Background: an optimization exercise with open tools, aiming at small area, a short achievable clock period and few clock cycles. Do not read the settings as production practice. The RTL was checked by simulation tests, not by an equivalence proof against the original design. No run shown here takes its clock network from TritonCTS; it comes from the design's own scripts or RTL. The flow treats the clock pin as an ideal source. Dropping or thinning the clock tree relies on that and would not hold on a real chip. Power is estimated from default activity; no workload was simulated.

--- design/flow/config.mk ---
export PLATFORM = sky130hd
export DESIGN_NAME = substring_position_search
export DESIGN_NICKNAME = substring_position_search
export VERILOG_FILES = /design/flow/design.v
export SDC_FILE = /design/flow/constraint.sdc
export NUM_CORES = 4
export LEC_CHECK = 0
export ABC_CLOCK_PERIOD_IN_PS = 2000
export CAP_MARGIN = 20
export CORE_MARGIN = 2
export CORE_UTILIZATION = 40
export CTS_CLUSTER_DIAMETER = 100
export CTS_CLUSTER_SIZE = 20
export SETUP_SLACK_MARGIN = 3.7
export SLEW_MARGIN = 20
--- design/flow/constraint.sdc ---
create_clock -name core_clock -period 6.0 [get_ports {clk_i}]
set_input_delay 1.2000 -clock core_clock [delete_from_list [all_inputs] [get_ports {clk_i}]]
set_output_delay 1.2000 -clock core_clock [all_outputs]
set_load 0.01 [all_outputs]
--- design/flow/design.v ---
`default_nettype none
package sps_pkg;
  localparam int MAX_PATTERN_DEF = 16;
  localparam int MAX_TEXT_DEF    = 65536;
  localparam int POS_W     = 16;
  localparam int LEN_W     = 5;
  localparam int CFG_W     = 64;
  localparam int CFG_IDX_W = 3;
  localparam int STATUS_W  = 2;
  localparam int BYTE_W    = 8;
  localparam logic CMD_TEXT = 1'b0;
  localparam logic CMD_END  = 1'b1;
  typedef enum logic [CFG_IDX_W-1:0] {
    CFG_PATTERN_LOW    = 3'd0,
    CFG_PATTERN_HIGH   = 3'd1,
    CFG_PATTERN_LENGTH = 3'd2,
    CFG_SEARCH_BACK    = 3'd3,
    CFG_BOUND_POSITION = 3'd4
  } cfg_idx_e;
  typedef enum logic [STATUS_W-1:0] {
    STATUS_OK        = 2'd0,
    STATUS_BOUND_ERR = 2'd1,
    STATUS_TOO_LONG  = 2'd2
  } status_e;
endpackage
`default_nettype wire
`default_nettype none
module substring_position_search #(
  parameter int MAX_PATTERN = sps_pkg::MAX_PATTERN_DEF,
  parameter int MAX_TEXT    = sps_pkg::MAX_TEXT_DEF
) (
  input  wire logic                          clk_i,
  input  wire logic                          rst_ni,
  input  wire logic                          cfg_we_i,
  input  wire logic [sps_pkg::CFG_IDX_W-1:0] cfg_idx_i,
  input  wire logic [sps_pkg::CFG_W-1:0]     cfg_data_i,
  input  wire logic                          text_valid_i,
  output logic                               text_ready_o,
  input  wire logic                          text_cmd_i,
  input  wire logic [sps_pkg::BYTE_W-1:0]    text_byte_i,
  output logic                               result_valid_o,
  input  wire logic                          result_ready_i,
  output logic                               result_found_o,
  output logic [sps_pkg::POS_W-1:0]          result_position_o,
  output logic [sps_pkg::STATUS_W-1:0]       result_status_o
);
  localparam int CNT_W  = $clog2(MAX_TEXT + 1);
  localparam int POS_W  = sps_pkg::POS_W;
  localparam int LEN_W  = sps_pkg::LEN_W;
  localparam int BYTE_W = sps_pkg::BYTE_W;
  logic [sps_pkg::CFG_W-1:0] pat_low_q, pat_high_q;
  logic                      pat_low_set_q, pat_high_set_q;
  logic [LEN_W-1:0]          len_q;
  logic                      backward_q;
  logic [POS_W-1:0]          bound_q;
  logic                   s0_valid_q;
  logic                   s0_end_q;
  logic [BYTE_W-1:0]      s0_byte_q;
  logic                   s0_may_take_q;   
  logic [1:0]             seen_q;          
  logic [MAX_PATTERN-1:0] pm_q;         
  logic [CNT_W-1:0]       count_q;      
  logic                   overflow_q;
  logic                   ge_q;         
  logic                   byte_q;       
  logic                   may_take_q;   
  logic                   end_q;        
  logic                   cond_q;       
  logic                   e_empty_q, e_ovf_q, e_back_q, e_len0_q;
  logic                         match_valid_q;
  logic [POS_W-1:0]             pos_q;   
  logic                         out_valid_q;
  logic                         found_q;
  logic [sps_pkg::STATUS_W-1:0] status_q;
  logic                         ready_q;
  logic                 in_xfer, in_may_take, s1_byte, s1_end, byte_adv;
  logic [2*sps_pkg::CFG_W-1:0] pattern;
  logic                 len0, len0_next;
  logic [MAX_PATTERN-1:0] eq;
  logic                 byte_zero, ge_now;
  logic                 hit, take, hold_end, hold_byte, load, out_next;
  logic                 byte_next, may_take_next, end_next, needs_out_next;
  logic [LEN_W:0]       start_lo;
  logic [POS_W-LEN_W-1:0] start_hi, start_hi_m1;
  logic [POS_W-1:0]     start_pos;
  logic                 res_found, res_pos_ok;
  logic [sps_pkg::STATUS_W-1:0] res_status;
  assign pattern = {pat_high_q, pat_low_q};
  assign len0    = (len_q == '0);
  assign in_xfer = text_valid_i && ready_q;
  assign in_may_take = seen_q[1] || (len_q <= LEN_W'(seen_q) + LEN_W'(1));
  always_ff @(posedge clk_i or negedge rst_ni) begin
    if (!rst_ni) begin
      s0_valid_q <= 1'b0;
      seen_q     <= '0;
    end else begin
      s0_valid_q <= in_xfer;
      if (in_xfer) begin
        if (text_cmd_i == sps_pkg::CMD_END) seen_q <= '0;
        else if (!seen_q[1])                seen_q <= seen_q + 2'd1;
      end
    end
  end
  always_ff @(posedge clk_i) begin
    s0_end_q      <= (text_cmd_i == sps_pkg::CMD_END);
    s0_byte_q     <= text_byte_i;
    s0_may_take_q <= in_may_take;
  end
  assign s1_byte  = s0_valid_q && !s0_end_q;
  assign s1_end   = s0_valid_q && s0_end_q;
  assign byte_adv = s1_byte && !overflow_q && !count_q[CNT_W-1];
  assign byte_zero = (s0_byte_q == '0);
  always_comb begin
    for (int j = 0; j < MAX_PATTERN; j++) begin
      if ((j < 8) ? pat_low_set_q : pat_high_set_q) begin
        eq[j] = (pattern[BYTE_W*j +: BYTE_W] == s0_byte_q);
      end else begin
        eq[j] = byte_zero;
      end
    end
  end
  assign ge_now = ge_q || (count_q == CNT_W'(bound_q));
  always_comb begin
    hit = 1'b0;
    for (int l = 1; l <= MAX_PATTERN; l++) begin
      if (len_q == LEN_W'(l)) hit = pm_q[l-1];
    end
  end
  assign start_lo    = {1'b0, count_q[LEN_W-1:0]} - {1'b0, len_q};
  assign start_hi    = count_q[POS_W-1:LEN_W];
  assign start_hi_m1 = count_q[POS_W-1:LEN_W] - 1'b1;
  assign start_pos   = {start_lo[LEN_W] ? start_hi_m1 : start_hi, start_lo[LEN_W-1:0]};
  assign take = byte_q && hit && (backward_q ? !cond_q : !match_valid_q);
  assign hold_end  = end_q && out_valid_q;
  assign hold_byte = byte_q && may_take_q && out_valid_q;
  assign load      = end_q && !out_valid_q;
  assign out_next  = load || (out_valid_q && !result_ready_i);
  always_comb begin
    res_found  = 1'b0;
    res_status = sps_pkg::STATUS_OK;
    if (e_ovf_q) begin
      res_status = sps_pkg::STATUS_TOO_LONG;
    end else if (e_back_q) begin
      if (e_empty_q) begin
        res_found = e_len0_q;
      end else if (!cond_q) begin
        res_status = sps_pkg::STATUS_BOUND_ERR;
      end else begin
        res_found = e_len0_q || match_valid_q;
      end
    end else begin
      res_found = e_len0_q || match_valid_q;
    end
  end
  assign res_pos_ok = res_found && !(e_back_q && e_empty_q);
  always_ff @(posedge clk_i) begin
    if (cfg_we_i && cfg_idx_i == sps_pkg::CFG_PATTERN_LOW)  pat_low_q  <= cfg_data_i;
    if (cfg_we_i && cfg_idx_i == sps_pkg::CFG_PATTERN_HIGH) pat_high_q <= cfg_data_i;
  end
  always_ff @(posedge clk_i or negedge rst_ni) begin
    if (!rst_ni) begin
      pat_low_set_q  <= 1'b0;
      pat_high_set_q <= 1'b0;
      len_q          <= '0;
      backward_q     <= 1'b0;
      bound_q        <= '0;
    end else if (cfg_we_i) begin
      case (cfg_idx_i)
        sps_pkg::CFG_PATTERN_LOW:    pat_low_set_q  <= 1'b1;
        sps_pkg::CFG_PATTERN_HIGH:   pat_high_set_q <= 1'b1;
        sps_pkg::CFG_PATTERN_LENGTH: len_q <= cfg_data_i[LEN_W-1] ? LEN_W'(MAX_PATTERN)
                                                                  : cfg_data_i[LEN_W-1:0];
        sps_pkg::CFG_SEARCH_BACK:    backward_q <= cfg_data_i[0];
        sps_pkg::CFG_BOUND_POSITION: bound_q    <= cfg_data_i[POS_W-1:0];
        default: ;
      endcase
    end
  end
  always_ff @(posedge clk_i or negedge rst_ni) begin
    if (!rst_ni) begin
      pm_q       <= '0;
      count_q    <= '0;
      overflow_q <= 1'b0;
      ge_q       <= 1'b0;
    end else if (s1_end) begin
      pm_q       <= '0;
      count_q    <= '0;
      overflow_q <= 1'b0;
      ge_q       <= 1'b0;
    end else if (s1_byte && !overflow_q) begin
      if (count_q[CNT_W-1]) begin
        overflow_q <= 1'b1;
      end else begin
        pm_q    <= {pm_q[MAX_PATTERN-2:0], backward_q || ge_now} & eq;
        count_q <= count_q + CNT_W'(1);
        ge_q    <= ge_now;
      end
    end
  end
  assign byte_next     = byte_adv || hold_byte;
  assign may_take_next = (byte_adv && s0_may_take_q) || hold_byte;
  assign end_next      = s1_end || hold_end;
  always_ff @(posedge clk_i or negedge rst_ni) begin
    if (!rst_ni) begin
      byte_q     <= 1'b0;
      may_take_q <= 1'b0;
      end_q      <= 1'b0;
    end else begin
      byte_q     <= byte_next;
      may_take_q <= may_take_next;
      end_q      <= end_next;
    end
  end
  always_ff @(posedge clk_i) begin
    if (s0_valid_q) begin
      cond_q <= ge_q;
    end
    if (s1_end) begin
      e_empty_q <= (count_q == '0);
      e_ovf_q   <= overflow_q;
      e_back_q  <= backward_q;
      e_len0_q  <= len0;
    end
  end
  always_ff @(posedge clk_i or negedge rst_ni) begin
    if (!rst_ni) begin
      match_valid_q <= 1'b0;
    end else if (load) begin
      match_valid_q <= 1'b0;
    end else if (take && !hold_byte) begin
      match_valid_q <= 1'b1;
    end
  end
  always_ff @(posedge clk_i) begin
    if (load) begin
      if (!res_pos_ok) pos_q <= '0;
    end else if (s1_end && len0) begin
      pos_q <= bound_q;
    end else if (take && !hold_byte) begin
      pos_q <= start_pos;
    end
  end
  always_ff @(posedge clk_i or negedge rst_ni) begin
    if (!rst_ni) begin
      out_valid_q <= 1'b0;
    end else begin
      out_valid_q <= out_next;
    end
  end
  always_ff @(posedge clk_i) begin
    if (load) begin
      found_q  <= res_found;
      status_q <= res_status;
    end
  end
  assign needs_out_next = (may_take_next && byte_next && out_next)
                          || (in_xfer && (text_cmd_i == sps_pkg::CMD_END || in_may_take));
  assign len0_next = (cfg_we_i && cfg_idx_i == sps_pkg::CFG_PATTERN_LENGTH)
                     ? (cfg_data_i[LEN_W-1:0] == '0) : len0;
  always_ff @(posedge clk_i or negedge rst_ni) begin
    if (!rst_ni) begin
      ready_q <= 1'b0;
    end else begin
      ready_q <= !((needs_out_next || (end_next && out_next)) && (out_next || end_next))
                 && !(len0_next && (out_next || end_next
                                    || (in_xfer && text_cmd_i == sps_pkg::CMD_END)));
    end
  end
  assign text_ready_o      = ready_q;
  assign result_valid_o    = out_valid_q;
  assign result_found_o    = found_q;
  assign result_position_o = pos_q;
  assign result_status_o   = status_q;
endmodule
`default_nettype wire
--- design/flow/flow/run.sh ---
#!/bin/bash
set -e
export BUFFER_PORTS_ARGS="-buffer_cell sky130_fd_sc_hd__buf_1"
export PRE_CTS_TCL="$PWD/flow/pre_cts.tcl"
export MTREE_LEAVES=10
bash standard.sh > standard.log 2>&1
--- design/flow/flow/mtree.tcl ---
# Hand-built two-level clock tree: one root buffer next to the clock port,
# driving K leaf buffers, each at the centre of a k-means cluster of flops.
proc mtree_build {K bufcell rootcell} {
  set block [ord::get_db_block]
  set db [ord::get_db]
  set clknet [$block findNet clk_i]
  set sinks {}
  foreach it [$clknet getITerms] { lappend sinks $it }
  set n [llength $sinks]
  set xs {}; set ys {}
  foreach it $sinks {
    set inst [$it getInst]
    set bb [$inst getBBox]
    lappend xs [expr {([$bb xMin] + [$bb xMax]) / 2.0}]
    lappend ys [expr {([$bb yMin] + [$bb yMax]) / 2.0}]
  }
  # k-means, initial centres spread by sorted order
  set idx [lsort -integer -indices [lmap x $xs y $ys {expr {int($x + 0.3*$y)}}]]
  set cx {}; set cy {}
  for {set k 0} {$k < $K} {incr k} {
    set i [lindex $idx [expr {int(($k + 0.5) * $n / $K)}]]
    lappend cx [lindex $xs $i]; lappend cy [lindex $ys $i]
  }
  set cap [expr {int(ceil(1.15 * $n / $K))}]
  for {set iter 0} {$iter < 30} {incr iter} {
    # balanced assignment: each sink goes to the nearest centre with room
    set cnt [lrepeat $K 0]
    set asg [lrepeat $n -1]
    set order {}
    for {set i 0} {$i < $n} {incr i} {
      set best 1e30
      for {set k 0} {$k < $K} {incr k} {
        set d [expr {abs([lindex $xs $i]-[lindex $cx $k]) + abs([lindex $ys $i]-[lindex $cy $k])}]
        if {$d < $best} {set best $d}
      }
      lappend order [list $i $best]
    }
    foreach p [lsort -real -decreasing -index 1 $order] {
      set i [lindex $p 0]
      set best 1e30; set bk -1
      for {set k 0} {$k < $K} {incr k} {
        if {[lindex $cnt $k] >= $cap} continue
        set d [expr {abs([lindex $xs $i]-[lindex $cx $k]) + abs([lindex $ys $i]-[lindex $cy $k])}]
        if {$d < $best} {set best $d; set bk $k}
      }
      lset asg $i $bk
      lset cnt $bk [expr {[lindex $cnt $bk] + 1}]
    }
    set sx [lrepeat $K 0.0]; set sy [lrepeat $K 0.0]
    for {set i 0} {$i < $n} {incr i} {
      set k [lindex $asg $i]
      lset sx $k [expr {[lindex $sx $k] + [lindex $xs $i]}]
      lset sy $k [expr {[lindex $sy $k] + [lindex $ys $i]}]
    }
    for {set k 0} {$k < $K} {incr k} {
      set c [lindex $cnt $k]
      if {$c > 0} {
        lset cx $k [expr {[lindex $sx $k] / $c}]
        lset cy $k [expr {[lindex $sy $k] / $c}]
      }
    }
  }
  set bufm [$db findMaster $bufcell]
  set rootm [$db findMaster $rootcell]
  # root buffer at the centroid of the leaf buffers
  set rx 0.0; set ry 0.0
  for {set k 0} {$k < $K} {incr k} { set rx [expr {$rx + [lindex $cx $k]}]; set ry [expr {$ry + [lindex $cy $k]}] }
  set rx [expr {int($rx / $K)}]; set ry [expr {int($ry / $K)}]
  set root [odb::dbInst_create $block $rootm clkbuf_root]
  $root setLocation $rx $ry
  $root setPlacementStatus PLACED
  set rootnet [odb::dbNet_create $block clknet_root]
  $rootnet setSigType CLOCK
  [$root findITerm A] connect $clknet
  [$root findITerm X] connect $rootnet
  set leafnets {}
  for {set k 0} {$k < $K} {incr k} {
    set b [odb::dbInst_create $block $bufm clkbuf_leaf_$k]
    $b setLocation [expr {int([lindex $cx $k])}] [expr {int([lindex $cy $k])}]
    $b setPlacementStatus PLACED
    set net [odb::dbNet_create $block clknet_leaf_$k]
    $net setSigType CLOCK
    [$b findITerm A] connect $rootnet
    [$b findITerm X] connect $net
    lappend leafnets $net
  }
  for {set i 0} {$i < $n} {incr i} {
    set it [lindex $sinks $i]
    $it disconnect
    $it connect [lindex $leafnets [lindex $asg $i]]
  }
  puts "mtree: $n sinks, $K leaves, counts $cnt"
}
--- design/flow/flow/pre_cts.tcl ---
# Replace TritonCTS with a hand-built two-level clock tree (mtree.tcl): a root
# buffer driving K leaf buffers, each leaf at the centre of a balanced cluster
# of flip-flops. The rest of the CTS step (legalisation, timing repair) runs
# as usual.
source [file join [file dirname [info script]] mtree.tcl]
mtree_build $::env(MTREE_LEAVES) sky130_fd_sc_hd__clkbuf_16 sky130_fd_sc_hd__clkbuf_16
rename clock_tree_synthesis __tritoncts
proc clock_tree_synthesis {args} { puts "clock tree built by mtree.tcl; TritonCTS not run" }
set_propagated_clock [all_clocks]
--- design/flow/standard.sh ---
#!/bin/bash
# synth_recipe.tcl (not shown) runs the flow's synth.tcl, then flattens the netlist and writes it again
# the make line also repeats each setting of config.mk as NAME=value (left out here)
make -C /OpenROAD-flow-scripts/flow DESIGN_CONFIG=/design/flow/config.mk WORK_HOME=/design/flow/orfs CLKGATE_MAP_FILE= SYNTH_SCRIPT=/design/flow/synth_recipe.tcl "${@:-finish}"
==> results of run 1 <==
[path summary, 6_finish.rpt]
| check | cells past startpoint | endpoint | start | slack (ns) |
|---|---|---|---|---|
| setup reg to reg | 7 | pos_q[15]$_SDFFCE_PP0P_ | len_q[3]$_DFFE_PN0P_ | 3.79 |
| setup / recovery | 3 | pat_low_q[52]$_DFFE_PP_ | cfg_idx_i[1] | 3.77 |
| hold / removal | 2 | may_take_q$_DFF_PN0_ | s0_may_take_q$_DFF_P_ | 0.46 |
| max in group asynchronous | 2 | count_q[2]$_DFFE_PN0P_ | rst_ni | 4.37 |
| hold reg to reg | 2 | may_take_q$_DFF_PN0_ | s0_may_take_q$_DFF_P_ | 0.46 |
| min in group asynchronous | 2 | out_valid_q$_DFF_PN0_ | rst_ni | 0.97 |
[flip-flops by register name, indices dropped and copies added, names as in the netlist, 2 cells and up]
name / count
pos_q: 16
pat_low_q: 64
pm_q: 16
len_q: 5
pat_high_q: 64
seen_q: 2
count_q: 17
s0_byte_q: 8
status_q: 2
bound_q: 16
[area by class of cell]
| cell class | count | area [um^2] | share of cell area |
|---|---|---|---|
| inverters | 19 | 71.3 | 0.00609 |
| flip-flops and latches | 230 | 6470 | 0.553 |
| multi-input cells | 499 | 3840 | 0.328 |
| plain buffers | 11 | 275 | 0.0235 |
| repair buffers | 129 | 629 | 0.0538 |
| well taps | 335 | 419 | 0.0358 |
[per-layer routing]
layer	vias up	track usage
li1	3088	-
met1	3068	0.240
met2	151	0.289
met3	29	0.0102
met4	0	0.0237
met5	-	0
[where the power goes]
group	leakage, nW	internal [mW]	switching, mW
registers	2.35	1.87	0.104
clock network	0.136	0.328	0.447
logic	1.50	0.354	0.445
total	3.98	2.55	0.996
[cells by family (layout without fill, tap and decap cells)]
family | count (synthesis) | after routing | share of synthesized area
xor gates and xnor gates | 160 | 160 | 0.135
DFF | 230 | 230 | 0.622
buffers and inverters | 55 | 159 | 0.0227
adders and majority gates | 16 | 16 | 0.0200
AOI/OAI and AO/OA | 115 | 115 | 0.0714
and+or+nand+nor | 185 | 185 | 0.103
muxes | 23 | 23 | 0.0258
[cells in the mapped netlist, drive strengths merged, types with 3 or more instances]
library cell  number
a31oi             10
nor3               7
and3               4
nand3             14
nand4             39
o211ai             3
dfrtp             68
nand3b             3
a21oi             18
edfxtp           152
or3               14
dfxtp             10
inv               19
nand2b             8
nand4b             3
nor4               4
clkbuf            22
ha                15
nor4b              3
xnor2            149
nand2             30
a211oi             4
nor2              33
nor4bb             3
xor2              11
or4                6
mux2              20
a32o              15
o21ai             47
buf               14
o31ai              4
[worst register-to-register path, delay by kind of cell (launching register included)]
family,cells,cell delay [ns]
DFF,1,0.44
buffers and inverters,1,0.13
adders and majority gates,1,0.23
AOI/OAI and AO/OA,1,0.18
and+or+nand+nor,4,1.07
[metrics by stage]
step	instance area [um^2]	setup WS [ns]	total power, mW
2_1_floorplan	10500	2.18	2.49
3_3_place_gp	11200	2.97	2.72
3_5_place_dp	11200	2.91	2.74
4_1_cts	11600	3.65	3.53
5_1_grt	11700	3.70	3.75
6_report	11700	3.77	3.54
[what timing repair did]
item	4_1_cts	5_1_grt
pin swaps	1	6
setup endpoints to repair	177	94
setup buffers	7	8
gates resized for setup	14	16
cloned	0	0
==> impl_metrics.json, run 1 <==
{
  "status": "no timing/DRC/antenna violations",
  "path_cells": "buf_1 > nor4b_4 > clkbuf_8",
  "ant_nets": 0,
  "endpoint_kind": "register",
  "worst_ep_arrival_time_ns": 2.27,
  "nNetsFinal": 987,
  "slowest_delay_ns": 0.50,
  "die-area_um2": 27300,
  "grt_max_degree": 69,
  "path_clk_slew_ns": 0.09,
  "ir_worst_vdd_mv": 0.211,
  "met3_length_um": 933,
  "placedCellCount": 1197,
  "min_period_ns": 2.23,
  "start_util": 0.404,
  "ios": 102,
  "cp_data_required_time_ns": 6.04,
  "critPathTopFamily": "buffers and inverters",
  "synth.avg_cell_area_um2": 13.3,
  "dieHeight_um": 165,
  "vias": 6336,
  "portBuffers": 101,
  "hold_class": "register to register",
  "drc_errors": 0,
  "layout_commonest_cell": "edfxtp_1",
  "async_flop_share": 0.296,
  "hold_viol": 0,
  "syn2layout_area_growth_pct": 12.6,
  "routed_wl_um": 22600,
  "drive_above_1_share": 0.109,
  "place_congestion": 0.807,
  "layout_common_cells": "edfxtp_1, xnor2_1, buf_1, dfrtp_1, o21ai_0",
  "tns_ns": 0,
  "grt_pass1_wl_um": 35500,
  "slew_headroom": 0.305,
  "skew_ns": 0.0256,
  "worstPathMaxFanout": 65,
  "drtPass1Iterations": 4,
  "track_usage": 0.168,
  "dp_hpwl_um": 15900,
  "nFillCells": 2349,
  "rsz0062_at_grt": "no",
  "clk-insertion-delay-late_ns": 0.42,
  "wire_per_inst_um": 18.5,
  "cp_slowest_cell": "clkbuf_8",
  "synth_flop_cell": "edfxtp_1",
  "post-route-period-util": 0.372,
  "syn_nets": 881,
  "critical_path_class": "primary input to register",
  "grt_pass1_vias": 6213,
  "ys_seq_elements": 230,
  "core_area_um2": 25800,
  "yosysSeqAreaShare": 0.622,
  "yosys_warnings": 1,
  "hold_slack_ns": 0.458,
  "synth_area_leaders": "edfxtp_1, dfrtp_1, xnor2_1, nand4_1, o21ai_0",
  "rows": 59,
  "wl_met1_um": 10400,
  "final_core_util": 0.454,
  "cp-start-kind": "primary input",
  "antenna_found_initial": 0,
  "dr.first_iter.drc_count": 357,
  "worst_pin_slew_ns": 1.04,
  "route.top_layer_used": "met4",
  "cap_violations": 0,
  "stdcell_count": 1223,
  "yosys.area.top_type": "edfxtp_1",
  "synth.distinct_cells": 64,
  "grt_overflow": 0,
  "synth_edf_count": 152,
  "netlist_area_um2": 10400,
  "cts_hold_buf": 0,
  "die_w_um": 165,
  "finalMaxSlewViolations": 0,
  "antenna_cells": 0,
  "syn-instance-count": 784,
  "dr_wl_met2_um": 10800,
  "leakage_nw": 3.98,
  "synth_top_area_share": 0.439,
  "power_density_nw_per_um2": 303,
  "setup_viol": 0,
  "crit_buf_inv": 2,
  "fmax_mhz": 448,
  "viasPerCell": 5.18
}
Testbench counts, summed over its fixed seeds: cycles 176,684.
==> run 2, diff against run 1 <==
--- a/design/flow/config.mk
+++ b/design/flow/config.mk
@@ -11,5 +11,5 @@
 export CORE_UTILIZATION = 40
 export CTS_CLUSTER_DIAMETER = 100
 export CTS_CLUSTER_SIZE = 20
-export SETUP_SLACK_MARGIN = 3.7
+export SETUP_SLACK_MARGIN = 3.8
 export SLEW_MARGIN = 20
==> impl_metrics.json, run 2 <==
{
  "status": "no timing/DRC/antenna violations",
  "hold_viol": 0,
  "grt_max_degree": 69,
  "design_area_um2": 11900,
  "slew_headroom": 0.391,
  "nFillCells": 2346,
  "dr.first_iter.drc_count": 404,
  "yosys.area.top_type": "edfxtp_1",
  "finalMaxSlewViolations": 0,
  "path_clk_slew_ns": 0.09,
  "layout_common_cells": "edfxtp_1, xnor2_1, buf_1, dfrtp_1, o21ai_0",
  "track_usage": 0.170,
  "layout_commonest_cell": "edfxtp_1",
  "syn-instance-count": 784,
  "drtPass1Iterations": 5,
  "synth.avg_cell_area_um2": 13.3,
  "core_area_um2": 25800,
  "grt_overflow": 0,
  "yosys_warnings": 1,
  "grt_pass1_vias": 6286,
  "hold_class": "register to register",
  "ant_nets": 0,
  "worstPathMaxFanout": 5,
  "top_regs": "pat_high_q x64, pat_low_q x64, count_q x17",
  "antenna_cells": 0,
  "vias": 6460,
  "cp-start-kind": "register",
  "die_w_um": 165,
  "wire_per_inst_um": 19.1,
  "synth_top_area_share": 0.439,
  "stdcell_count": 1237,
  "synth.top_cells.by_count": "edfxtp_1, xnor2_1, dfrtp_1, o21ai_0, nand4_1",
  "die-area_um2": 27300,
  "skew_ns": 0.0192,
  "placedCellCount": 1197,
  "routed_wl_um": 23700,
  "synth_edf_count": 152,
  "synth_area_leaders": "edfxtp_1, dfrtp_1, xnor2_1, nand4_1, o21ai_0",
  "syn_nets": 881,
  "final_core_util": 0.463,
  "fmax_mhz": 467,
  "rows": 59,
  "setup_viol": 0,
  "worst_pin_slew_ns": 0.913,
  "drive_above_1_share": 0.143,
  "min_period_ns": 2.14,
  "endpoint_kind": "register",
  "netlist_area_um2": 10400,
  "dpl_cell_area_um2": 11200,
  "cts_hold_buf": 0,
  "critical_path_class": "register to register",
  "ios": 102,
  "place_congestion": 0.764,
  "nNetsFinal": 1001,
  "post-route-period-util": 0.357,
  "viasPerCell": 5.22,
  "clk-insertion-delay-late_ns": 0.43,
  "tns_ns": 0,
  "start_util": 0.404,
  "cap_violations": 0,
  "synth_flop_cell": "edfxtp_1",
  "dieHeight_um": 165,
  "leakage_nw": 4.07,
  "portBuffers": 101,
  "synth.distinct_cells": 64,
  "ys_seq_elements": 230,
  "ir_worst_vdd_mv": 0.252,
  "antenna_found_initial": 0,
  "synthMostInstantiatedCell": "edfxtp_1",
  "power_density_nw_per_um2": 303,
  "report.power.total_mw": 3.62,
  "yosysSeqAreaShare": 0.622,
  "worst_ep_arrival_time_ns": 2.39,
  "syn2layout_area_growth_pct": 14.8,
  "dp_hpwl_um": 16000,
  "drc_errors": 0,
  "cp_data_required_time_ns": 6.25,
  "grt_pass1_wl_um": 35900,
  "async_flop_share": 0.296,
  "rsz0062_at_grt": "yes"
}
[run 2: cell counts after synthesis]
No cell type changed its count.
[run 2: critical path, cell delays in order, from the launching register on]
cell	delay, ns
dfrtp_2	0.45
ha_4	0.28
nand2_2	0.09
nand2_4	0.07
or3_4	0.40
or4_1	0.52
a31oi_1	0.17
[run 2: logic make-up (layout without fill, tap and decap cells)]
logic type / count (synthesis) / after routing / share of synthesized area
DFF: 230 / 230 / 0.622
and+or+nand+nor: 185 / 186 / 0.103
xor gates and xnor gates: 160 / 160 / 0.135
AOI/OAI and AO/OA: 115 / 115 / 0.0714
buffers and inverters: 55 / 172 / 0.0227
muxes: 23 / 23 / 0.0258
adders and majority gates: 16 / 16 / 0.0200
[run 2: path summary, 6_finish.rpt]
path	start	slack, ns	cells after the start	endpoint
setup / recovery	count_q[4]$_DFFE_PN0P_	3.86	6	pos_q[11]$_SDFFCE_PP0P_
min in group asynchronous	rst_ni	0.98	2	may_take_q$_DFF_PN0_
setup reg to reg	count_q[4]$_DFFE_PN0P_	3.86	6	pos_q[11]$_SDFFCE_PP0P_
max in group asynchronous	rst_ni	4.36	2	count_q[8]$_DFFE_PN0P_
hold / removal	s0_may_take_q$_DFF_P_	0.46	2	may_take_q$_DFF_PN0_
hold reg to reg	s0_may_take_q$_DFF_P_	0.46	2	may_take_q$_DFF_PN0_
[run 2: metal layers]
metal | wire length [um] | track usage
met5 | 0 | 0
met3 | 1060 | 0.0125
met1 | 10900 | 0.247
met2 | 11300 | 0.290
met4 | 393 | 0.0217
[run 2: what timing repair did]
item,in CTS,in global routing
gates resized for setup,24,26
setup endpoints to repair,181,89
buffers inserted,15,11
cloned,1,2
pin swaps,2,10
[run 2: cell type report]
type                       count  area (um^2)  share of cell area
buffer                        11          275              0.0231
tap                          335          419              0.0351
timing repair buffer         141          748              0.0627
inverter                      19         80.1             0.00671
timing repair inverter         1         5.00            0.000419
multi-input combinational    500         3930               0.329
sequential                   230         6470               0.543
[run 2: through the flow]
| stage | hold WS [ns] | setup WS, ns |
|---|---|---|
| 5_1_grt | 0.498 | 3.77 |
| 6_report | 0.463 | 3.86 |
| 4_1_cts | 0.470 | 3.80 |
| 3_5_place_dp | 0.458 | 2.41 |
| 3_3_place_gp | 0.442 | 2.59 |
| 2_1_floorplan | 0.429 | 2.18 |
[run 2: report_power, final]
part | leakage, nW | total [mW] | internal, mW | switching, mW
registers | 2.35 | 1.96 | 1.86 | 0.0983
logic | 1.59 | 0.868 | 0.390 | 0.477
clock network | 0.136 | 0.787 | 0.328 | 0.459
==> run 3, diff against run 2 <==
==> design/flow/flow/run.sh (replaced) <==
#!/bin/bash
set -e
export BUFFER_PORTS_ARGS="-buffer_cell sky130_fd_sc_hd__buf_1"
export PRE_CTS_TCL="$PWD/flow/pre_cts.tcl"
export MTREE_LEAVES=9
bash standard.sh > standard.log 2>&1
--- a/design/flow/config.mk
+++ b/design/flow/config.mk
@@ -9,7 +9,5 @@
 export CAP_MARGIN = 20
 export CORE_MARGIN = 2
 export CORE_UTILIZATION = 40
-export CTS_CLUSTER_DIAMETER = 100
-export CTS_CLUSTER_SIZE = 20
 export SETUP_SLACK_MARGIN = 3.8
 export SLEW_MARGIN = 20
==> impl_metrics.json, run 3 <==
{
  "regArea_um2": 6470,
  "endpoint_kind": "register",
  "min_period_ns": 2.14,
  "vias": 6440,
  "portBuffers": 101,
  "hold_start": "s0_may_take_q$_DFF_P_",
  "stdcell_count": 1235,
  "finalMaxSlewViolations": 0,
  "grt_pass1_vias": 6276,
  "viasPerCell": 5.21,
  "slew_headroom": 0.394,
  "synth_area_leaders": "edfxtp_1, dfrtp_1, xnor2_1, nand4_1, o21ai_0",
  "placedCellCount": 1197,
  "grt_overflow": 0,
  "top_regs": "pat_high_q x64, pat_low_q x64, count_q x17",
  "rr_worst_depth": 7,
  "nFillCells": 2354,
  "fmax_mhz": 468,
  "die-area_um2": 27300,
  "power_density_nw_per_um2": 301,
  "rows": 59,
  "ios": 102,
  "worst_slack_ns": 3.86,
  "syn_nets": 881,
  "core_area_um2": 25800,
  "dp_hpwl_um": 16000,
  "cts_hold_buf": 0,
  "tns_ns": 0,
  "ys_seq_elements": 230,
  "hold_class": "register to register",
  "wire_per_inst_um": 19.1,
  "dr.first_iter.drc_count": 436,
  "clk-insertion-delay-late_ns": 0.41,
  "cp-start-kind": "register",
  "r2r-end": "pos_q[11]$_SDFFCE_PP0P_",
  "critical_path_class": "register to register",
  "hold_slack_ns": 0.463,
  "synth.distinct_cells": 64,
  "routed_wl_um": 23600,
  "yosysSeqAreaShare": 0.622,
  "status": "no timing/DRC/antenna violations",
  "worstSetupStartpoint": "len_q[3]$_DFFE_PN0P_",
  "cp_data_required_time_ns": 6.25,
  "dieHeight_um": 165,
  "synth_edf_count": 152,
  "post-route-period-util": 0.356,
  "design_area_um2": 11900,
  "path_clk_slew_ns": 0.10,
  "grt_pass1_wl_um": 35900,
  "rr_startpoint": "len_q[3]$_DFFE_PN0P_",
  "synthMostInstantiatedCell": "edfxtp_1",
  "synth.avg_cell_area_um2": 13.3,
  "yosys_warnings": 1,
  "layout_common_cells": "edfxtp_1, xnor2_1, buf_1, dfrtp_1, o21ai_0",
  "min_path_cells": 2,
  "multi_input_area_um2": 3900,
  "route.top_layer_used": "met4",
  "rrSetupSlack_ns": 3.86,
  "cap_violations": 0,
  "antenna_found_initial": 0,
  "skew_ns": 0.0198,
  "drive_above_1_share": 0.136,
  "drc_errors": 0,
  "netlist_area_um2": 10400,
  "synth_top_area_share": 0.439,
  "grt_max_degree": 69,
  "layout_commonest_cell": "edfxtp_1",
  "worstPathMaxFanout": 6,
  "worst_pin_slew_ns": 0.909,
  "ir_worst_vdd_mv": 0.260,
  "wl_met1_um": 10900,
  "antenna_cells": 0,
  "place_congestion": 0.764,
  "yosys.area.top_type": "edfxtp_1",
  "dr_wl_met2_um": 11300,
  "track_usage": 0.170,
  "met3_length_um": 1040,
  "async_flop_share": 0.296,
  "start_util": 0.404,
  "die_w_um": 165,
  "hold_viol": 0,
  "syn2layout_area_growth_pct": 14.1,
  "setup_viol": 0,
  "worst_ep_arrival_time_ns": 2.38,
  "place_ws_ns": 2.41,
  "dpl_cell_area_um2": 11200,
  "syn-instance-count": 784,
  "ant_nets": 0,
  "drtPass1Iterations": 4,
  "synth.top_cells.by_count": "edfxtp_1, xnor2_1, dfrtp_1, o21ai_0, nand4_1",
  "rsz0062_at_grt": "yes",
  "nNetsFinal": 999,
  "min_to": "may_take_q$_DFF_PN0_",
  "leakage_nw": 4.04,
  "synth_flop_cell": "edfxtp_1"
}
==> run 3: critical path, stage by stage, from the launching register on <==
cell,delay [ns]
dfrtp_1,0.40
inv_2,0.10
ha_4,0.22
nand3_2,0.08
nand2_2,0.11
or3_4,0.42
or4_1,0.48
a31oi_1,0.17
==> run 3: layer usage <==
metal	GRT usage	vias up
li1	-	3111
met4	0.0206	0
met3	0.0117	15
met5	0	-
met2	0.290	155
met1	0.248	3159
==> run 3: final cells by class <==
type / count / share of cell area
Timing Repair inverter: 1 / 0.000422
Sequential cell: 230 / 0.546
Buffer: 10 / 0.0211
Timing Repair Buffer: 140 / 0.0622
Multi-Input combinational cell: 500 / 0.329
Inverter: 19 / 0.00675
Tap cell: 335 / 0.0353
==> run 3: what timing repair did <==
action	in CTS	in global routing
setup endpoints to repair	181	123
pin swaps	2	8
resized for setup	23	19
buffers inserted	16	9
cloned	1	2
==> run 3: logic make-up after synthesis <==
family,share of synthesized area
DFF,0.622
xor gates and xnor gates,0.135
adders and majority gates,0.0200
muxes,0.0258
and+or+nand+nor,0.103
buffers and inverters,0.0227
AOI/OAI and AO/OA,0.0714
==> run 3: worst max path at each step <==
stage | end | slack (ns) | depth (start not counted)
after global routing | pos_q[11]$_SDFFCE_PP0P_ | 3.77 | 7
after global placement | pos_q[9]$_SDFFCE_PP0P_ | 2.59 | 6
after floorplan | pat_high_q[0]$_DFFE_PP_ | 2.18 | 1
final | pos_q[11]$_SDFFCE_PP0P_ | 3.86 | 7
after detailed placement | pos_q[9]$_SDFFCE_PP0P_ | 2.41 | 6
after CTS | pos_q[15]$_SDFFCE_PP0P_ | 3.80 | 7
==> run 3: metrics by stage <==
| step | power (mW) | util |
|---|---|---|
| after CTS | 3.56 | 0.454 |
| final | 3.57 | 0.461 |
| after detailed placement | 2.76 | 0.435 |
| after floorplan | 2.52 | - |
| after global placement | 2.75 | 0.435 |
| after global routing | 3.76 | 0.461 |
==> run 3: power by group <==
| part | switching, mW | internal [mW] |
|---|---|---|
| Sequential | 0.0993 | 1.86 |
| Combinational | 0.473 | 0.383 |
| Clock | 0.448 | 0.301 |
| Total | 1.02 | 2.55 |
==> run 4, diff against run 3 <==
--- a/design/flow/config.mk
+++ b/design/flow/config.mk
@@ -8,6 +8,6 @@
 export ABC_CLOCK_PERIOD_IN_PS = 2000
 export CAP_MARGIN = 20
 export CORE_MARGIN = 2
-export CORE_UTILIZATION = 40
+export CORE_UTILIZATION = 50
 export SETUP_SLACK_MARGIN = 3.8
 export SLEW_MARGIN = 20
==> impl_metrics.json, run 4 <==
{
  "path_clk_slew_ns": 0.11,
  "syn2layout_area_growth_pct": 13.1,
  "nFillCells": 1717,
  "ant_nets": 0,
  "rows": 52,
  "top_regs": "pat_high_q x64, pat_low_q x64, count_q x17",
  "multi_input_area_um2": 3890,
  "synth_area_leaders": "edfxtp_1, dfrtp_1, xnor2_1, nand4_1, o21ai_0",
  "synth_edf_count": 152,
  "ys_seq_elements": 230,
  "synthMostInstantiatedCell": "edfxtp_1",
  "tns_ns": 0,
  "synth.top_cells.by_count": "edfxtp_1, xnor2_1, dfrtp_1, o21ai_0, nand4_1",
  "vias": 6543,
  "layout_commonest_cell": "edfxtp_1",
  "die_w_um": 148,
  "slew_headroom": 0.408,
  "power_density_nw_per_um2": 302,
  "die-area_um2": 22000,
  "drc_errors": 0,
  "yosys.area.top_type": "edfxtp_1",
  "grt_overflow": 0,
  "synth_top_area_share": 0.439,
  "met3_length_um": 1070,
  "cap_violations": 0,
  "netlist_area_um2": 10400,
  "start_util": 0.512,
  "cp-start-kind": "primary input",
  "setup_viol": 0,
  "antenna_cells": 0,
  "worstPathMaxFanout": 32,
  "ios": 102,
  "cts_hold_buf": 0,
  "clk-insertion-delay-late_ns": 0.41,
  "grt_pass1_wl_um": 36500,
  "placedCellCount": 1131,
  "drive_above_1_share": 0.135,
  "finalMaxSlewViolations": 0,
  "regArea_um2": 6480,
  "stdcell_count": 1166,
  "core_area_um2": 20300,
  "leakage_nw": 4.02,
  "min_period_ns": 2.16,
  "endpoint_kind": "register",
  "grt_pass1_vias": 6650,
  "synth.distinct_cells": 64,
  "syn-instance-count": 784,
  "skew_ns": 0.0246,
  "critical_path_class": "primary input to register",
  "dieHeight_um": 148,
  "grt_max_degree": 69,
  "rsz0062_at_grt": "yes",
  "hold_viol": 0,
  "fmax_mhz": 463,
  "status": "no timing/DRC/antenna violations",
  "viasPerCell": 5.61,
  "track_usage": 0.212,
  "antenna_found_initial": 0,
  "ir_worst_vdd_mv": 0.209,
  "dp_hpwl_um": 16000,
  "async_flop_share": 0.296,
  "dr_wl_met2_um": 12100,
  "wl_met1_um": 10100,
  "synth_flop_cell": "edfxtp_1",
  "cp_data_required_time_ns": 6.11,
  "route.top_layer_used": "met4",
  "drtPass1Iterations": 5,
  "portBuffers": 101,
  "wire_per_inst_um": 20.6,
  "yosys_warnings": 1,
  "nNetsFinal": 995,
  "worst_pin_slew_ns": 0.889,
  "yosysSeqAreaShare": 0.622,
  "syn_nets": 881,
  "worst_ep_arrival_time_ns": 2.26,
  "dr.first_iter.drc_count": 411,
  "hold_class": "register to register",
  "routed_wl_um": 24000,
  "post-route-period-util": 0.360,
  "place_congestion": 0.830,
  "synth.avg_cell_area_um2": 13.3,
  "layout_common_cells": "edfxtp_1, xnor2_1, buf_1, dfrtp_1, o21ai_0",
  "rrSetupSlack_ns": 3.88
}
==> run 4: cell count changes in the layout (fill, tap and decap cells not counted), moves of 2 or more <==
cell | before | now
dfrtp_1 | 62 | 60
buf_1 | 98 | 95
buf_4 | 34 | 29
dfrtp_2 | 6 | 8
clkbuf_2 | 1 | 4
==> run 4: report_power, final <==
| part | total (mW) | switching [mW] | internal [mW] |
|---|---|---|---|
| clock network | 0.747 | 0.447 | 0.300 |
| logic | 0.839 | 0.466 | 0.373 |
| registers | 1.97 | 0.102 | 1.87 |
==> run 4: repair_timing <==
item / 4_1_cts / 5_1_grt
pin swaps: 2 / 8
setup buffers: 15 / 6
cloned: 1 / 3
gates resized for setup: 27 / 17
setup endpoints to repair: 180 / 147
==> run 4: metrics by stage <==
step | utilization | power [mW] | cell area [um^2] | hold slack (ns) | setup slack, ns
2_1_floorplan | - | 2.52 | 10500 | 0.429 | 2.18
3_3_place_gp | 0.548 | 2.73 | 11100 | 0.442 | 2.66
3_5_place_dp | 0.548 | 2.75 | 11100 | 0.453 | 2.53
4_1_cts | 0.572 | 3.55 | 11600 | 0.467 | 3.81
5_1_grt | 0.579 | 3.73 | 11800 | 0.495 | 3.73
6_report | 0.579 | 3.55 | 11800 | 0.464 | 3.84
==> run 4: cell type report <==
class / instances / area share
well taps: 270 / 0.0287
multi-input cells: 500 / 0.331
plain buffers: 10 / 0.0213
inverters: 19 / 0.00681
repair inverters: 1 / 0.000426
repair buffers: 136 / 0.0609
flip-flops and latches: 230 / 0.551
==> run 4: cell families after synthesis <==
group / synth area share
flops: 0.622
fa+ha+maj: 0.0200
mux: 0.0258
buf+inv: 0.0227
xor+xnor: 0.135
compound gates: 0.0714
simple gates: 0.103
==> run 4: worst paths after layout <==
path / cells after the start / to / from
worst max-delay path: 4 / pat_high_q[10]$_DFFE_PP_ / cfg_idx_i[1]
worst max register to register: 5 / pos_q[15]$_SDFFCE_PP0P_ / count_q[9]$_DFFE_PN0P_
worst min register to register: 2 / may_take_q$_DFF_PN0_ / s0_may_take_q$_DFF_P_
max in group asynchronous: 2 / len_q[2]$_DFFE_PN0P_ / rst_ni
min in group asynchronous: 2 / bound_q[11]$_DFFE_PN0P_ / rst_ni
worst min-delay path: 2 / may_take_q$_DFF_PN0_ / s0_may_take_q$_DFF_P_
==> run 4: layer usage <==
layer / GRT usage / vias up
met5: 0 / -
met4: 0.0505 / 0
met3: 0.0160 / 37
met2: 0.380 / 175
met1: 0.283 / 3234
li1: - / 3097
==> run 4: worst max-delay path, cell delays in order <==
cell      delay, ns
buf_2          0.17
nor4bb_4       0.37
buf_4          0.22
buf_8          0.27
==> run 5, diff against run 4 <==
==> design/flow/flow/run.sh (replaced) <==
#!/bin/bash
set -e
export BUFFER_PORTS_ARGS="-buffer_cell sky130_fd_sc_hd__buf_1"
export PRE_CTS_TCL="$PWD/flow/pre_cts.tcl"
export MTREE_LEAVES=10
bash standard.sh > standard.log 2>&1
==> impl_metrics.json, run 5 <==
{
  "status": "no timing/DRC/antenna violations",
  "synth_area_leaders": "edfxtp_1, dfrtp_1, xnor2_1, nand4_1, o21ai_0",
  "die_w_um": 148,
  "dp_hpwl_um": 16000,
  "rows": 52,
  "grt_max_degree": 69,
  "ir_worst_vdd_mv": 0.238,
  "top_regs": "pat_high_q x64, pat_low_q x64, count_q x17",
  "finalMaxSlewViolations": 0,
  "power.internal_mw": 2.57,
  "slowest_delay_ns": 0.39,
  "critical_path_class": "register to output port",
  "final_core_util": 0.582,
  "synthMostInstantiatedCell": "edfxtp_1",
  "dpl_cell_area_um2": 11100,
  "synth.top_cells.by_count": "edfxtp_1, xnor2_1, dfrtp_1, o21ai_0, nand4_1",
  "design_area_um2": 11800,
  "cp_slowest_cell": "edfxtp_1",
  "ys_seq_elements": 230,
  "grt_pass1_vias": 6670,
  "grt_pass1_wl_um": 36500,
  "comb_power_share": 0.235,
  "tns_ns": 0,
  "synth_flop_cell": "edfxtp_1",
  "track_usage": 0.211,
  "p_clk_frac": 0.217,
  "die-area_um2": 22000,
  "routed_wl_um": 23700,
  "synth.distinct_cells": 64,
  "dr.first_iter.drc_count": 353,
  "report.power.total_mw": 3.59,
  "post-route-period-util": 0.356,
  "syn-instance-count": 784,
  "nFillCells": 1705,
  "ant_nets": 0,
  "endpoint_kind": "output port",
  "synth_compound_area_frac": 0.0714,
  "critPathTopFamily": "flip-flops",
  "rsz0062_at_grt": "yes",
  "hold_viol": 0,
  "clk-insertion-delay-late_ns": 0.42,
  "hold_class": "register to register",
  "slew_headroom": 0.409,
  "synth_top_family_by_area": "XOR/XNOR gates",
  "worst_pin_slew_ns": 0.886,
  "synthSimpleGateAreaFrac": 0.103,
  "cap_violations": 0,
  "power_density_nw_per_um2": 303,
  "drive_above_1_share": 0.142,
  "seqPwrFrac": 0.548,
  "wire_per_inst_um": 20.2,
  "synth_xor_area_frac": 0.135,
  "grt_overflow": 0,
  "antenna_cells": 0,
  "worst_slack_ns": 3.86,
  "syn_nets": 881,
  "syn2layout_area_growth_pct": 13.7,
  "core_area_um2": 20300,
  "min_period_ns": 2.14,
  "yosys.area.top_type": "edfxtp_1",
  "portBuffers": 101,
  "place_ws_ns": 2.53,
  "antenna_found_initial": 0,
  "viasPerCell": 5.58,
  "start_util": 0.512,
  "synth_top_area_share": 0.439,
  "layout_commonest_cell": "edfxtp_1",
  "yosysSeqAreaShare": 0.622,
  "path_cells": "buf_1",
  "drc_errors": 0,
  "synth.avg_cell_area_um2": 13.3,
  "dieHeight_um": 148,
  "cp-start-kind": "register",
  "crit_buf_inv": 1,
  "layout_common_cells": "edfxtp_1, xnor2_1, buf_1, dfrtp_1, o21ai_0",
  "nNetsFinal": 1001,
  "ios": 102,
  "worstPathMaxFanout": 1,
  "switchingPower_mw": 1.02,
  "place_congestion": 0.830,
  "synthMuxAreaShare": 0.0258,
  "yosys_warnings": 1,
  "cts_hold_buf": 0,
  "synth_adder_area_share": 0.0200,
  "setup_viol": 0,
  "leakage_nw": 4.06,
  "cp_data_required_time_ns": 4.80,
  "worst_ep_arrival_time_ns": 0.94,
  "drtPass1Iterations": 4,
  "netlist_area_um2": 10400,
  "vias": 6535,
  "swShare": 0.284,
  "path_clk_slew_ns": 0.09,
  "async_flop_share": 0.296,
  "skew_ns": 0.0271,
  "synth_edf_count": 152,
  "fmax_mhz": 468
}
-- run 5: cell count changes in the layout (fill, tap and decap cells not counted) --
| cell | change |
|---|---|
| nand2_1 | -1 |
| buf_4 | +6 |
| clkbuf_16 | +1 |
| buf_1 | +1 |
| dfrtp_2 | +1 |
| buf_6 | -1 |
| inv_2 | +1 |
| clkbuf_2 | -1 |
| dfrtp_1 | -1 |
| inv_4 | -1 |
| nand2_4 | +1 |
-- run 5: worst paths after layout --
path | start | cells past startpoint | endpoint | slack (ns)
max in group asynchronous | rst_ni | 2 | len_q[2]$_DFFE_PN0P_ | 4.39
worst max-delay path | pos_q[3]$_SDFFCE_PP0P_ | 1 | result_position_o[3] | 3.86
worst min-delay path | s0_may_take_q$_DFF_P_ | 2 | may_take_q$_DFF_PN0_ | 0.47
worst min register to register | s0_may_take_q$_DFF_P_ | 2 | may_take_q$_DFF_PN0_ | 0.47
min in group asynchronous | rst_ni | 2 | bound_q[8]$_DFFE_PN0P_ | 0.96
worst max register to register | count_q[4]$_DFFE_PN0P_ | 6 | pos_q[11]$_SDFFCE_PP0P_ | 3.90
-- run 5: cells by family (layout without fill, tap and decap cells) --
logic type      after synthesis  after routing
xor+xnor                    160            160
fa+ha+maj                    16             16
simple gates                185            186
mux                          23             23
buf+inv                      55            172
flops                       230            230
compound gates              115            115
-- run 5: repair_timing --
| action | in CTS | in global routing |
|---|---|---|
| pin swaps | 2 | 8 |
| cloned | 1 | 2 |
| setup buffers | 15 | 12 |
| gates resized for setup | 27 | 19 |
| endpoints found under the setup margin | 181 | 76 |
-- run 5: final cells by class --
type	count	area (um^2)	area share
tap	270	338	0.0286
inverter	19	77.6	0.00656
timing repair buffer	141	748	0.0633
buffer	11	275	0.0233
multi-input combinational	500	3900	0.330
timing repair inverter	1	5.00	0.000423
sequential	230	6480	0.548
-- run 5: metal layers --
| layer | global-route usage | wire length [um] |
|---|---|---|
| met1 | 0.282 | 9920 |
| met2 | 0.377 | 12100 |
| met3 | 0.0184 | 1010 |
| met4 | 0.0514 | 625 |
| met5 | 0 | 0 |
-- run 5: metrics by stage --
step | hold slack, ns | std cells
2_1_floorplan | 0.429 | 784
3_3_place_gp | 0.442 | 1131
3_5_place_dp | 0.453 | 1131
4_1_cts | 0.467 | 1158
5_1_grt | 0.495 | 1172
6_report | 0.465 | 1172
-- run 5: tightest hold or removal path: cells and delay by family, from the launching register on --
| kind | cells | cell delay (ns) |
|---|---|---|
| compound gates | 1 | 0.07 |
| flops | 1 | 0.31 |
| buf+inv | 1 | 0.04 |
-- run 5: power by group through the flow --
stage / clock network (mW) / registers (mW) / logic (mW)
after floorplan: 0 / 1.99 / 0.525
after global placement: 0 / 2.01 / 0.717
after detailed placement: 0 / 2.02 / 0.735
after CTS: 0.800 / 1.97 / 0.813
after global routing: 0.846 / 1.98 / 0.938
final: 0.777 / 1.97 / 0.844
==> run 6, diff against run 5 <==
--- a/design/flow/config.mk
+++ b/design/flow/config.mk
@@ -5,7 +5,7 @@
 export SDC_FILE = /design/flow/constraint.sdc
 export NUM_CORES = 4
 export LEC_CHECK = 0
-export ABC_CLOCK_PERIOD_IN_PS = 2000
+export ABC_CLOCK_PERIOD_IN_PS = 1500
 export CAP_MARGIN = 20
 export CORE_MARGIN = 2
 export CORE_UTILIZATION = 50
==> impl_metrics.json, run 6 <==
{
  "path_cells": "buf_1",
  "min_period_ns": 2.14,
  "dieHeight_um": 148,
  "nNetsFinal": 1001,
  "leakage_nw": 4.06,
  "tns_ns": 0,
  "grt.busiest_layer": "met2",
  "path_clk_slew_ns": 0.09,
  "worstSetupStartpoint": "pos_q[3]$_SDFFCE_PP0P_",
  "grt_pass1_wl_um": 36500,
  "met2_usage": 0.377,
  "synth_top_area_share": 0.439,
  "skew_ns": 0.0271,
  "power_density_nw_per_um2": 303,
  "post-route-period-util": 0.356,
  "finalMaxSlewViolations": 0,
  "yosysSeqAreaShare": 0.622,
  "vias": 6535,
  "viasPerCell": 5.58,
  "die-area_um2": 22000,
  "met3_usage": 0.0184,
  "antenna_found_initial": 0,
  "yosys.area.top_type": "edfxtp_1",
  "drive_above_1_share": 0.142,
  "die_w_um": 148,
  "critPathTopFamily": "flip-flops",
  "cp-start-kind": "register",
  "r2r-end": "pos_q[11]$_SDFFCE_PP0P_",
  "synth_flop_cell": "edfxtp_1",
  "hold_slack_ns": 0.465,
  "crit_buf_inv": 1,
  "synth.avg_cell_area_um2": 13.3,
  "cp_slowest_cell": "edfxtp_1",
  "top_regs": "pat_high_q x64, pat_low_q x64, count_q x17",
  "critical_path_class": "register to output port",
  "slew_headroom": 0.409,
  "wire_per_inst_um": 20.2,
  "synth.distinct_cells": 64,
  "synthMostInstantiatedCell": "edfxtp_1",
  "ios": 102,
  "synth.top_cells.by_count": "edfxtp_1, xnor2_1, dfrtp_1, o21ai_0, nand4_1",
  "layout_common_cells": "edfxtp_1, xnor2_1, buf_1, dfrtp_1, o21ai_0",
  "syn_nets": 881,
  "syn2layout_area_growth_pct": 13.7,
  "portBuffers": 101,
  "rsz0062_at_grt": "yes",
  "async_flop_share": 0.296,
  "synth_area_leaders": "edfxtp_1, dfrtp_1, xnor2_1, nand4_1, o21ai_0",
  "drtPass1Iterations": 4,
  "layout_commonest_cell": "edfxtp_1",
  "clk-insertion-delay-late_ns": 0.42,
  "grt_overflow": 0,
  "drc_errors": 0,
  "synth_edf_count": 152,
  "core_area_um2": 20300,
  "setup_viol": 0,
  "slowest_delay_ns": 0.39,
  "start_util": 0.512,
  "track_usage": 0.211,
  "netlist_area_um2": 10400,
  "yosys_warnings": 1,
  "worstPathMaxFanout": 1,
  "routed_wl_um": 23700,
  "rr_startpoint": "count_q[4]$_DFFE_PN0P_",
  "rr_worst_depth": 6,
  "worstSetupEndpoint": "result_position_o[3]",
  "worst_pin_slew_ns": 0.886,
  "path_depth": 1,
  "antenna_cells": 0,
  "rrSetupSlack_ns": 3.90,
  "dp_hpwl_um": 16000,
  "ir_worst_vdd_mv": 0.238,
  "rows": 52,
  "grtUsageMet1": 0.282,
  "cts_hold_buf": 0,
  "status": "no timing/DRC/antenna violations",
  "cap_violations": 0,
  "endpoint_kind": "output port",
  "cp_data_required_time_ns": 4.80,
  "place_congestion": 0.830,
  "grt_max_degree": 69,
  "grt_pass1_vias": 6670,
  "fmax_mhz": 468,
  "hold_viol": 0,
  "hold_class": "register to register",
  "ant_nets": 0,
  "ys_seq_elements": 230,
  "dr.first_iter.drc_count": 353,
  "worst_ep_arrival_time_ns": 0.94,
  "syn-instance-count": 784
}
==> run 6: cell counts after synthesis <==
No cell type changed its count.
==> run 6: report_power, final <==
group / switching, mW / internal [mW] / total, mW
Sequential: 0.101 / 1.87 / 1.97
Clock: 0.449 / 0.328 / 0.777
Combinational: 0.467 / 0.376 / 0.844
Total: 1.02 / 2.57 / 3.59
==> run 6: stage by stage <==
stage | setup WS (ns) | area (um^2) | total power [mW] | std cells | utilization
after floorplan | 2.18 | 10500 | 2.52 | 784 | -
after global placement | 2.66 | 11100 | 2.73 | 1131 | 0.548
after detailed placement | 2.53 | 11100 | 2.75 | 1131 | 0.548
after CTS | 3.81 | 11600 | 3.58 | 1158 | 0.574
after global routing | 3.77 | 11800 | 3.77 | 1172 | 0.582
final | 3.86 | 11800 | 3.59 | 1172 | 0.582
==> run 6: worst min-delay path by stage <==
stage / depth (start not counted) / endpoint / start / slack (ns)
after floorplan: 2 / may_take_q$_DFF_PN0_ / s0_may_take_q$_DFF_P_ / 0.43
after global placement: 2 / may_take_q$_DFF_PN0_ / s0_may_take_q$_DFF_P_ / 0.44
after detailed placement: 2 / may_take_q$_DFF_PN0_ / s0_may_take_q$_DFF_P_ / 0.45
after CTS: 2 / may_take_q$_DFF_PN0_ / s0_may_take_q$_DFF_P_ / 0.47
after global routing: 2 / may_take_q$_DFF_PN0_ / s0_may_take_q$_DFF_P_ / 0.49
final: 2 / may_take_q$_DFF_PN0_ / s0_may_take_q$_DFF_P_ / 0.47
==> run 6: final cells by class <==
class / instances / area [um^2]
buffer: 11 / 275
fill: 1705 / 8480
inverter: 19 / 77.6
multi-input combinational: 500 / 3900
sequential: 230 / 6480
tap: 270 / 338
timing repair buffer: 141 / 748
timing repair inverter: 1 / 5.00
==> run 6: kinds of logic after synthesis <==
family | after synthesis | share of synthesized area
buf+inv | 55 | 0.0227
mux | 23 | 0.0258
xor+xnor | 160 | 0.135
fa+ha+maj | 16 | 0.0200
flops | 230 | 0.622
simple gates | 185 | 0.103
compound gates | 115 | 0.0714
==> run 6: what timing repair did <==
item / in CTS / in global routing
gates resized for setup: 27 / 19
gates cloned: 1 / 2
endpoints found under the setup margin: 181 / 76
buffers inserted: 15 / 12
pin swaps: 2 / 8
==> run 6: metal layers <==
layer	up-vias	routed length [um]
li1	3117	-
met1	3208	9920
met2	172	12100
met3	38	1010
met4	0	625
met5	-	0
==> run 7, diff against run 6 <==
--- a/design/flow/config.mk
+++ b/design/flow/config.mk
@@ -5,9 +5,9 @@
 export SDC_FILE = /design/flow/constraint.sdc
 export NUM_CORES = 4
 export LEC_CHECK = 0
-export ABC_CLOCK_PERIOD_IN_PS = 1500
-export CAP_MARGIN = 20
+export ABC_CLOCK_PERIOD_IN_PS = 2000
+export CAP_MARGIN = 10
 export CORE_MARGIN = 2
 export CORE_UTILIZATION = 50
 export SETUP_SLACK_MARGIN = 3.8
-export SLEW_MARGIN = 20
+export SLEW_MARGIN = 10
==> impl_metrics.json, run 7 <==
{
  "ios": 102,
  "stdcell_count": 1168,
  "vias": 6590,
  "synth_edf_count": 152,
  "swShare": 0.285,
  "path_cells": "buf_1 > nor4bb_4 > buf_12",
  "skew_ns": 0.0293,
  "worst_ep_arrival_time_ns": 2.26,
  "p_clk_frac": 0.219,
  "layout_common_cells": "edfxtp_1, xnor2_1, buf_1, dfrtp_1, o21ai_0",
  "ys_seq_elements": 230,
  "setup_viol": 0,
  "worstPathMaxFanout": 65,
  "slowest_delay_ns": 0.40,
  "syn_nets": 881,
  "worst_slack_ns": 3.82,
  "cts_hold_buf": 0,
  "top_regs": "pat_high_q x64, pat_low_q x64, count_q x17",
  "ant_nets": 0,
  "rows": 52,
  "clk-insertion-delay-late_ns": 0.43,
  "layout_commonest_cell": "edfxtp_1",
  "min_to": "may_take_q$_DFF_PN0_",
  "grt_pass1_vias": 6651,
  "min_period_ns": 2.18,
  "synth_flop_cell": "edfxtp_1",
  "async_flop_share": 0.296,
  "nNetsFinal": 997,
  "dieHeight_um": 148,
  "cp_slowest_cell": "nor4bb_4",
  "endpoint_kind": "register",
  "worstSetupStartpoint": "cfg_we_i",
  "routed_wl_um": 23600,
  "post-route-period-util": 0.363,
  "comb_power_share": 0.231,
  "status": "no timing/DRC/antenna violations",
  "final_core_util": 0.580,
  "synth_area_leaders": "edfxtp_1, dfrtp_1, xnor2_1, nand4_1, o21ai_0",
  "placedCellCount": 1131,
  "dp_hpwl_um": 16000,
  "yosys_warnings": 1,
  "grt_overflow": 0,
  "die-area_um2": 22000,
  "slew_headroom": 0.392,
  "rsz0062_at_grt": "yes",
  "seqPwrFrac": 0.549,
  "critical_path_class": "primary input to register",
  "rrSetupSlack_ns": 3.85,
  "rr_startpoint": "count_q[4]$_DFFE_PN0P_",
  "hold_start": "s0_may_take_q$_DFF_P_",
  "ir_worst_vdd_mv": 0.193,
  "yosys.area.top_type": "edfxtp_1",
  "wire_per_inst_um": 20.2,
  "synth_top_area_share": 0.439,
  "place_congestion": 0.830,
  "power_density_nw_per_um2": 304,
  "min_path_cells": 2,
  "r2r-end": "pos_q[11]$_SDFFCE_PP0P_",
  "antenna_found_initial": 0,
  "tns_ns": 0,
  "regArea_um2": 6480,
  "drive_above_1_share": 0.136,
  "path_clk_slew_ns": 0.09,
  "drtPass1Iterations": 5,
  "synth.distinct_cells": 64,
  "dr.first_iter.drc_count": 348,
  "grt_pass1_wl_um": 36900,
  "cap_violations": 0,
  "worst_pin_slew_ns": 0.913,
  "start_util": 0.512,
  "synth.top_cells.by_count": "edfxtp_1, xnor2_1, dfrtp_1, o21ai_0, nand4_1",
  "grt_max_degree": 69,
  "antenna_cells": 0,
  "netlist_area_um2": 10400,
  "synthMostInstantiatedCell": "edfxtp_1",
  "drc_errors": 0,
  "track_usage": 0.214,
  "power.internal_mw": 2.56,
  "hold_slack_ns": 0.461,
  "syn-instance-count": 784,
  "multi_input_area_um2": 3890,
  "hold_viol": 0,
  "viasPerCell": 5.64,
  "core_area_um2": 20300,
  "cp_data_required_time_ns": 6.09,
  "switchingPower_mw": 1.02,
  "cp-start-kind": "primary input",
  "synth.avg_cell_area_um2": 13.3,
  "place_ws_ns": 2.52,
  "portBuffers": 101,
  "syn2layout_area_growth_pct": 13.3,
  "die_w_um": 148,
  "finalMaxSlewViolations": 0,
  "fmax_mhz": 460,
  "yosysSeqAreaShare": 0.622,
  "rr_worst_depth": 6,
  "hold_class": "register to register",
  "leakage_nw": 4.03,
  "nFillCells": 1715
}
[run 7: cell families (layout without fill, tap and decap cells)]
logic type                 count (synthesis)  in the layout  share of synthesized area
muxes                                     23             23                     0.0258
xor gates and xnor gates                 160            160                      0.135
DFF                                      230            230                      0.622
buffers and inverters                     55            169                     0.0227
AOI/OAI and AO/OA                        115            115                     0.0714
and+or+nand+nor                          185            185                      0.103
adders and majority gates                 16             16                     0.0200
[run 7: what timing repair did]
| action | CTS | global route |
|---|---|---|
| pin swaps | 2 | 6 |
| cloned | 1 | 0 |
| buffers inserted | 12 | 13 |
| setup endpoints to repair | 180 | 101 |
| gates resized for setup | 25 | 17 |
[run 7: worst max-delay path, delay by kind of cell]
family / cells / cell delay (ns)
buffers and inverters: 2 / 0.57
and+or+nand+nor: 1 / 0.40
[run 7: layout make-up]
cell class | count | share of cell area
flip-flops and latches | 230 | 0.550
multi-input cells | 499 | 0.330
repair buffers | 138 | 0.0603
well taps | 270 | 0.0287
plain buffers | 11 | 0.0234
inverters | 19 | 0.00659
repair inverters | 1 | 0.000425
[run 7: power by group through the flow]
stage	Sequential, mW	Combinational (mW)	Clock [mW]
floorplan	1.99	0.525	0
global placement	2.01	0.717	0
detailed placement	2.02	0.734	0
CTS	1.97	0.801	0.805
global route	1.99	0.929	0.864
finish	1.97	0.829	0.786
[run 7: how the worst max path moves through the flow]
stage / endpoint / slack, ns / depth (start not counted)
4_1_cts: pos_q[15]$_SDFFCE_PP0P_ / 3.80 / 7
6_report: pat_high_q[19]$_DFFE_PP_ / 3.82 / 3
3_3_place_gp: pos_q[10]$_SDFFCE_PP0P_ / 2.66 / 6
3_5_place_dp: pos_q[10]$_SDFFCE_PP0P_ / 2.52 / 6
5_1_grt: pos_q[7]$_SDFFCE_PP0P_ / 3.71 / 7
2_1_floorplan: pat_high_q[0]$_DFFE_PP_ / 2.18 / 1
[run 7: metrics by stage]
step           power [mW]  area (um^2)
2_1_floorplan        2.52        10500
3_3_place_gp         2.73        11100
3_5_place_dp         2.75        11100
4_1_cts              3.58        11600
5_1_grt              3.78        11800
6_report             3.58        11800
[run 7: layer usage]
metal  GRT usage  part of all wire  vias to the layer above
li1            -                 -                     3096
met1       0.293              0.42                     3263
met2       0.376              0.50                      197
met3      0.0215             0.050                       34
met4      0.0433             0.023                        0
met5           0                 0                        -

## afterwards: timing with drivers on the ports
How much do the figures lean on ideal ports? The routed layouts below were timed once more, with nothing changed but the port constraints. Step 1: set_driving_cell puts a clkbuf_16 on clk_i and a buf_2 on each other input, an assumption about the parent block. Step 2, shift: input delay + t, output delay - t, t = (earliest + latest rising clock arrival at the registers) / 2. This alone moves slack from input paths to output paths. Three values: ideal, step 1, step 2; two values: the first two.
run	t, ns	slack for setup (ns)	worst register clock-pin slew, ns	cell pins on the clock port's net
run 1	0.451	3.766 / 3.751 / 3.337	0.10 / 0.10	1
run 2	0.459	3.861 / 3.821 / 3.445	0.10 / 0.10	1
run 3	0.443	3.864 / 3.833 / 3.449	0.11 / 0.11	1
run 4	0.447	3.842 / 3.833 / 3.417	0.11 / 0.11	1
run 5	0.448	3.864 / 3.822 / 3.442	0.10 / 0.10	1
run 6	0.448	3.864 / 3.822 / 3.442	0.10 / 0.10	1
run 7	0.458	3.825 / 3.828 / 3.384	0.10 / 0.10	1
After both steps setup and hold are still met in every run listed. For run 7, which loses most, drivers alone change the setup slack by +0.003 ns; drivers and shift together by -0.441 ns.
